Context: an optimization exercise on an open-source flow, tuned for small area, a short achievable clock period and few clock cycles. The choices shown serve that exercise and are no tape-out recipe.
Only simulation tests tie the RTL to the original design; equivalence was not proved.

Setup of red:
==> module credit_fifo, before the edit <==
module credit_fifo
#(
    parameter int WIDTH = 9
) (
    input  wire logic             clk,
    input  wire logic             rst_n,
    input  wire logic             i_wr_valid,
    input  wire logic [WIDTH-1:0] i_wr_data,
    input  wire logic             i_rd_pop,
    output logic                  o_rd_valid,
    output logic [WIDTH-1:0]      o_rd_data,
    output logic                  o_credit
);
    localparam int DEPTH = 4;
    logic [WIDTH-1:0] mem [DEPTH];
    logic [1:0]       wr_ptr;
    logic [1:0]       rd_ptr;
    logic [DEPTH-1:0] full;
    logic             head_full;
    logic             store;
    assign head_full  = full[rd_ptr];
    assign o_rd_valid = head_full || i_wr_valid;
    assign o_rd_data  = head_full ? mem[rd_ptr] : i_wr_data;
    assign store      = i_wr_valid && (head_full || !i_rd_pop);
    always_ff @(posedge clk) begin
        if (store) begin
            mem[wr_ptr] <= i_wr_data;
        end
    end
    always_ff @(posedge clk or negedge rst_n) begin
        if (!rst_n) begin
            wr_ptr   <= '0;
            rd_ptr   <= '0;
            full     <= '0;
            o_credit <= 1'b0;
        end else begin
            if (store) begin
                wr_ptr <= wr_ptr + 1'b1;
            end
            if (i_rd_pop && head_full) begin
                rd_ptr <= rd_ptr + 1'b1;
            end
            for (int i = 0; i < DEPTH; i++) begin
                if (store && wr_ptr == 2'(i)) begin
                    full[i] <= 1'b1;
                end else if (i_rd_pop && head_full && rd_ptr == 2'(i)) begin
                    full[i] <= 1'b0;
                end
            end
            o_credit <= i_rd_pop;
        end
    end
endmodule
export LEC_CHECK = 0
export CAP_MARGIN = 20
export CORE_MARGIN = 2
export CORE_UTILIZATION = 55
export CTS_CLUSTER_DIAMETER = 100
export CTS_CLUSTER_SIZE = 22
export SLEW_MARGIN = 20
export SYNTH_HIERARCHICAL = 1
export SYNTH_MINIMUM_KEEP_SIZE = 0
create_clock -name core_clock -period 11.0 [get_ports {clk}]
standard.sh (not shown) runs the stock make flow with config.mk's settings and CLKGATE_MAP_FILE= SYNTH_SCRIPT=/design/flow/synth_recipe.tcl, a recipe that flattens the netlist after the stock synthesis.
==> flow/flow/run.sh <==
#!/bin/bash
set -euo pipefail
export BUFFER_PORTS_ARGS="-buffer_cell sky130_fd_sc_hd__buf_2"
export SETUP_SLACK_MARGIN=7.5
bash standard.sh > standard.log 2>&1
Testbench counts of red, summed over its fixed seeds: cycles 7,977.
Edits applied to the flow inputs when going from red to blue:
diff --git a/flow/design.v b/flow/design.v
--- a/flow/design.v
+++ b/flow/design.v
@@ -28,38 +28,34 @@
     localparam int DEPTH = 4;
     logic [WIDTH-1:0] mem [DEPTH];
     logic [1:0]       wr_ptr;
     logic [1:0]       rd_ptr;
     logic [DEPTH-1:0] full;
-    logic             head_full;
-    logic             store;
-    assign head_full  = full[rd_ptr];
-    assign o_rd_valid = head_full || i_wr_valid;
-    assign o_rd_data  = head_full ? mem[rd_ptr] : i_wr_data;
-    assign store      = i_wr_valid && (head_full || !i_rd_pop);
+    assign o_rd_valid = full[rd_ptr];
+    assign o_rd_data  = mem[rd_ptr];
     always_ff @(posedge clk) begin
-        if (store) begin
+        if (i_wr_valid) begin
             mem[wr_ptr] <= i_wr_data;
         end
     end
     always_ff @(posedge clk or negedge rst_n) begin
         if (!rst_n) begin
             wr_ptr   <= '0;
             rd_ptr   <= '0;
             full     <= '0;
             o_credit <= 1'b0;
         end else begin
-            if (store) begin
+            if (i_wr_valid) begin
                 wr_ptr <= wr_ptr + 1'b1;
             end
-            if (i_rd_pop && head_full) begin
+            if (i_rd_pop) begin
                 rd_ptr <= rd_ptr + 1'b1;
             end
             for (int i = 0; i < DEPTH; i++) begin
-                if (store && wr_ptr == 2'(i)) begin
+                if (i_wr_valid && wr_ptr == 2'(i)) begin
                     full[i] <= 1'b1;
-                end else if (i_rd_pop && head_full && rd_ptr == 2'(i)) begin
+                end else if (i_rd_pop && rd_ptr == 2'(i)) begin
                     full[i] <= 1'b0;
                 end
             end
             o_credit <= i_rd_pop;
         end
Results
- Per the comparison of blue with red, slew at the pin with the worst max-slew slack -7.5 ps; vias after detailed routing -about 0.46%; clock network area share rose 0.15 points; non-clock buffer count has increased.
- The cell area on blue is in line with that on red.
Testbench counts of blue, summed over its fixed seeds: cycles 8,009.

==> port drivers added, routing unchanged <==
The results above use ideal ports. As a check the final layouts listed here were re-extracted and re-timed, cells and wires unchanged.
Step 1 assumes that a clkbuf_16 drives the clock port and a buf_2 every other input.
Step 2, shift: input delay + t, output delay - t, t = (earliest + latest rising clock arrival at the registers) / 2. This alone moves slack from input paths to output paths.
a / b / c = no drivers / after step 1 / after step 2; a / b = the first two.
run	t (ns)	slack for setup (ns)	worst setup path after step 2	slew at the worst register clock pin (ns)
red	0.776	7.318 / 7.238 / 6.909	input to register	0.10 / 0.10
blue	0.799	7.301 / 7.220 / 6.835	input to register	0.10 / 0.10
After both steps setup and hold are still met in every run listed. For blue, which loses most, drivers alone change the setup slack by -0.081 ns; drivers and shift together by -0.466 ns.
